From an optimization exercise on the open Yosys and OpenROAD flow, aimed at small area and a short achievable clock period; shortcuts taken in it are not production practice.
In this exercise RTL edits were held to simulation tests only and were not proved equivalent to the original.
Power and IR drop assume default switching activity.

Setup of lane 1:
==> flow/design.v <==
package memoryPkg;
	typedef logic [31:0] word_t;
	typedef logic [1:0] byteIndex_t;
	typedef enum logic [2:0] {
		modeNone = 3'd0,
		modeByte = 3'd1,
		modeHalf = 3'd2,
		modeWord = 3'd3
	} accessMode_t;
	parameter word_t displayAddr = 32'd255;
	parameter word_t resetAddrAddr = 32'd259;
	parameter word_t ramBaseAddr = 32'd1024;
	parameter word_t resetAddrDefault = 32'h3FC;
endpackage
`timescale 1ns/1ps
module addressDecoder #(
	parameter int ramWords = 256
) (
	input logic externalSelect,
	input memoryPkg::word_t address,
	input memoryPkg::word_t writeData,
	input memoryPkg::accessMode_t readMode,
	input memoryPkg::accessMode_t writeMode,
	output logic [3:0] laneStore,
	output logic [3:0] laneWrite,
	output memoryPkg::word_t laneData,
	output logic ramRead,
	output logic displayHit,
	output logic resetAddrHit
);
	logic ramHit;
	always_comb begin
		ramHit = externalSelect && (address >= memoryPkg::ramBaseAddr);
		displayHit = externalSelect && (address == memoryPkg::displayAddr);
		resetAddrHit = externalSelect && (address == memoryPkg::resetAddrAddr);
		ramRead = ramHit;
		laneStore = 4'b0000;
		laneData = writeData;
		case (writeMode)
			memoryPkg::modeByte: begin
				laneStore = 4'b0001 << address[1:0];
				laneData = {4{writeData[7:0]}};
			end
			memoryPkg::modeHalf: begin
				laneStore = address[1] ? 4'b1100 : 4'b0011;
				laneData = {2{writeData[15:0]}};
			end
			memoryPkg::modeWord: begin
				laneStore = 4'b1111;
			end
			default: begin
				laneStore = 4'b0000;
			end
		endcase
		laneWrite = ramHit ? laneStore : 4'b0000;
	end
endmodule
`timescale 1ns/1ps
module dataMemory #(
	parameter int ramWords = 256
) (
	input logic clk,
	input logic [$clog2(ramWords)-1:0] wordIndex,
	input logic [3:0] laneWrite,
	input memoryPkg::word_t laneData,
	output memoryPkg::word_t storedWord,
	output memoryPkg::word_t keepMask,
	output memoryPkg::word_t bypassWord
);
	localparam int indexBits = $clog2(ramWords);
	localparam int rowBits = indexBits / 2;
	localparam int rows = 1 << rowBits;
	localparam int columns = ramWords / rows;
	logic [ramWords-1:0][31:0] mem;
	logic [indexBits-1:0] pendingIndex;
	logic [3:0] pendingLanes;
	memoryPkg::word_t pendingData;
	logic [rows-1:0] pendingRowN;
	logic [columns-1:0][3:0] pendingColumnLanesN;
	always_ff @(posedge clk) begin
		pendingIndex <= wordIndex;
		pendingLanes <= laneWrite;
		pendingData <= laneData;
		for (int r = 0; r < rows; r++) begin
			pendingRowN[r] <= (wordIndex[rowBits-1:0] != rowBits'(r));
		end
		for (int c = 0; c < columns; c++) begin
			pendingColumnLanesN[c] <= (wordIndex[indexBits-1:rowBits] == (indexBits-rowBits)'(c)) ?
				~laneWrite : 4'b1111;
		end
	end
	for (genvar w = 0; w < ramWords; w++) begin : g_word
		for (genvar lane = 0; lane < 4; lane++) begin : g_lane
			always_ff @(posedge clk) begin
				if (!(pendingRowN[w % rows] || pendingColumnLanesN[w / rows][lane])) begin
					mem[w][8*lane +: 8] <= pendingData[8*lane +: 8];
				end
			end
		end
	end
	always_comb begin
		logic pendingHit;
		storedWord = mem[wordIndex];
		pendingHit = (pendingIndex == wordIndex);
		for (int lane = 0; lane < 4; lane++) begin
			keepMask[8*lane +: 8] = {8{!(pendingHit && pendingLanes[lane])}};
			bypassWord[8*lane +: 8] = (pendingHit && pendingLanes[lane]) ?
				pendingData[8*lane +: 8] : 8'd0;
		end
	end
endmodule
`timescale 1ns/1ps
module ioRegisters (
	input logic clk,
	input logic rst,
	input logic displayHit,
	input logic resetAddrHit,
	input memoryPkg::word_t writeData,
	input memoryPkg::accessMode_t writeMode,
	output memoryPkg::word_t sevenSegmentDisplay,
	output memoryPkg::word_t resetAddress
);
	logic writing;
	always_comb begin
		writing = (writeMode != memoryPkg::modeNone);
	end
	always_ff @(posedge clk or negedge rst) begin
		if (!rst) begin
			sevenSegmentDisplay <= '0;
			resetAddress <= memoryPkg::resetAddrDefault;
		end else begin
			if (writing && displayHit) begin
				sevenSegmentDisplay <= writeData;
			end
			if (writing && resetAddrHit) begin
				resetAddress <= writeData;
			end
		end
	end
endmodule
`timescale 1ns/1ps
module memorySystem #(
	parameter int ramWords = 256
) (
	input logic clk,
	input logic rst,
	input logic externalSelect,
	input memoryPkg::word_t address,
	input memoryPkg::word_t writeData,
	input memoryPkg::accessMode_t readMode,
	input memoryPkg::accessMode_t writeMode,
	input logic unsignedLoad,
	output memoryPkg::word_t readData,
	output memoryPkg::word_t sevenSegmentDisplay,
	output memoryPkg::word_t resetAddress
);
	logic [3:0] laneStore, laneWrite;
	memoryPkg::word_t laneData;
	logic ramRead;
	logic displayHit, resetAddrHit;
	memoryPkg::word_t storedWord, keepMask, bypassWord;
	addressDecoder #(
		.ramWords(ramWords)
	) decoder (
		.externalSelect(externalSelect),
		.address(address),
		.writeData(writeData),
		.readMode(readMode),
		.writeMode(writeMode),
		.laneStore(laneStore),
		.laneWrite(laneWrite),
		.laneData(laneData),
		.ramRead(ramRead),
		.displayHit(displayHit),
		.resetAddrHit(resetAddrHit)
	);
	dataMemory #(
		.ramWords(ramWords)
	) dataRam (
		.clk(clk),
		.wordIndex(address[$clog2(ramWords)+1:2]),
		.laneWrite(laneWrite),
		.laneData(laneData),
		.storedWord(storedWord),
		.keepMask(keepMask),
		.bypassWord(bypassWord)
	);
	ioRegisters ioRegs (
		.clk(clk),
		.rst(rst),
		.displayHit(displayHit),
		.resetAddrHit(resetAddrHit),
		.writeData(writeData),
		.writeMode(writeMode),
		.sevenSegmentDisplay(sevenSegmentDisplay),
		.resetAddress(resetAddress)
	);
	memoryPkg::word_t mergedWord, wordReg;
	logic [3:0] byteZeroLane, byteZeroLaneReg;
	logic byteOneLow, byteOneHigh, wordLoad;
	logic byteOneLowReg, byteOneHighReg, wordLoadReg;
	logic byteSign, halfSign, byteSignReg, halfSignReg;
	logic displayRead, resetAddrRead, displayReadReg, resetAddrReadReg;
	always_comb begin
		memoryPkg::word_t lanesKept, lanesNew;
		logic byteLoad, halfLoad;
		logic [3:0] byteSignLane, halfSignLane;
		logic [3:0] laneSigns;
		for (int lane = 0; lane < 4; lane++) begin
			lanesKept[8*lane +: 8] = laneStore[lane] ? 8'd0 : keepMask[8*lane +: 8];
			lanesNew[8*lane +: 8] = laneStore[lane] ? laneData[8*lane +: 8] : bypassWord[8*lane +: 8];
		end
		mergedWord = (storedWord & lanesKept) | lanesNew;
		byteLoad = ramRead && (readMode == memoryPkg::modeByte);
		halfLoad = ramRead && (readMode == memoryPkg::modeHalf);
		wordLoad = ramRead && (readMode == memoryPkg::modeWord);
		for (int lane = 0; lane < 4; lane++) begin
			byteZeroLane[lane] = (byteLoad && address[1:0] == 2'(lane)) ||
				(halfLoad && 2'(lane) == {address[1], 1'b0}) || (wordLoad && lane == 0);
			byteSignLane[lane] = !unsignedLoad && byteLoad && address[1:0] == 2'(lane);
			halfSignLane[lane] = !unsignedLoad && (byteSignLane[lane] ||
				(halfLoad && 2'(lane) == {address[1], 1'b1}));
		end
		byteOneLow = (halfLoad && !address[1]) || wordLoad;
		byteOneHigh = halfLoad && address[1];
		laneSigns = {mergedWord[31], mergedWord[23], mergedWord[15], mergedWord[7]};
		byteSign = |(byteSignLane & laneSigns);
		halfSign = |(halfSignLane & laneSigns);
		displayRead = displayHit && (readMode != memoryPkg::modeNone);
		resetAddrRead = resetAddrHit && (readMode != memoryPkg::modeNone);
	end
	always_ff @(posedge clk) begin
		wordReg <= mergedWord;
	end
	always_ff @(posedge clk or negedge rst) begin
		if (!rst) begin
			byteZeroLaneReg <= '0;
			byteOneLowReg <= 1'b0;
			byteOneHighReg <= 1'b0;
			wordLoadReg <= 1'b0;
			byteSignReg <= 1'b0;
			halfSignReg <= 1'b0;
			displayReadReg <= 1'b0;
			resetAddrReadReg <= 1'b0;
		end else begin
			byteZeroLaneReg <= byteZeroLane;
			byteOneLowReg <= byteOneLow;
			byteOneHighReg <= byteOneHigh;
			wordLoadReg <= wordLoad;
			byteSignReg <= byteSign;
			halfSignReg <= halfSign;
			displayReadReg <= displayRead;
			resetAddrReadReg <= resetAddrRead;
		end
	end
	always_comb begin
		readData = ({32{displayReadReg}} & sevenSegmentDisplay) |
			({32{resetAddrReadReg}} & resetAddress);
		for (int lane = 0; lane < 4; lane++) begin
			readData[7:0] = readData[7:0] | ({8{byteZeroLaneReg[lane]}} & wordReg[8*lane +: 8]);
		end
		readData[15:8] = readData[15:8] | ({8{byteOneLowReg}} & wordReg[15:8]) |
			({8{byteOneHighReg}} & wordReg[31:24]) | {8{byteSignReg}};
		readData[31:16] = readData[31:16] | ({16{wordLoadReg}} & wordReg[31:16]) |
			{16{halfSignReg}};
	end
endmodule
Settings: LEC_CHECK=0, CAP_MARGIN=20, CORE_MARGIN=2, CORE_UTILIZATION=55, CTS_CLUSTER_DIAMETER=100, CTS_CLUSTER_SIZE=30, PLACE_DENSITY=0.63, SETUP_SLACK_MARGIN=5, SLEW_MARGIN=20, SYNTH_MEMORY_MAX_BITS=16384, TNS_END_PERCENT=10; clock period 9.0 ns.
run.sh (not shown) runs the stock make flow with config.mk's settings and CLKGATE_MAP_FILE= SYNTH_SCRIPT=/design/flow/synth_recipe.tcl, a recipe that flattens the netlist after the stock synthesis.
Lane 1 went all the way through synthesis, placement and routing and the layout is clean on timing, DRC and antenna.
Inputs modified between lane 1 and lane 2:
# lane 1
export LEC_CHECK = 0
export CAP_MARGIN = 20
export CORE_MARGIN = 2
export CORE_UTILIZATION = 55
export CTS_CLUSTER_DIAMETER = 100
export CTS_CLUSTER_SIZE = 30
export PLACE_DENSITY = 0.63
export SETUP_SLACK_MARGIN = 5
export SLEW_MARGIN = 20
export SYNTH_MEMORY_MAX_BITS = 16384
export TNS_END_PERCENT = 10
create_clock -name core_clock -period 9.0 [get_ports {clk}]
# lane 2
export LEC_CHECK = 0
export CAP_MARGIN = 20
export CORE_MARGIN = 2
export CORE_UTILIZATION = 55
export CTS_CLUSTER_DIAMETER = 90
export CTS_CLUSTER_SIZE = 25
export PLACE_DENSITY = 0.63
export SETUP_SLACK_MARGIN = 5
export SLEW_MARGIN = 20
export SYNTH_MEMORY_MAX_BITS = 16384
export TNS_END_PERCENT = 10
create_clock -name core_clock -period 9.0 [get_ports {clk}]
--- outcome ---
Lane 2 went all the way through synthesis, placement and routing and the layout is clean on timing, DRC and antenna.
Summary of the comparison: final standard cell utilization of the core is higher in lane 2, relative to lane 1.
Fmax | lane 2 vs lane 1 | lane 2 slower
Re synthesized cell count: no difference whatsoever between lane 1 and lane 2.
Per the comparison of lane 2 with lane 1, wire length stayed essentially flat, power of the sequential group stayed essentially flat.
On lane 2: cell area after layout is about 0.33% higher than what lane 1 gave.
Diff lane 1..lane 2 | fraction of standard cell area in multi-input logic | negligible

## what the ideal ports hide
Ports are ideal in the flow. The routed layouts listed here were re-timed in OpenROAD. Step 1: set_driving_cell puts a clkbuf_16 on clk and a buf_2 on each other input, an assumption about the parent block. Step 2 moves the port delays by t, midway between the first and last clock arrival at a register: inputs arrive t later, outputs are due t later. That takes back most of the time a late clock gives input paths. a / b / c = ideal ports / drivers / drivers and shift; a / b = the first two.
| run | t, ns | setup WS [ns] | worst slew at a driven data input, ns |
|---|---|---|---|
| lane 1 | 1.159 | 4.788 / 4.454 / 3.295 | 0.56 |
| lane 2 | 1.168 | 4.732 / 4.424 / 3.256 | 0.54 |
After both steps setup and hold are still met in every run listed. The setup slack of lane 1, which loses most, moves by -0.334 ns with the drivers and by -1.493 ns with both steps.
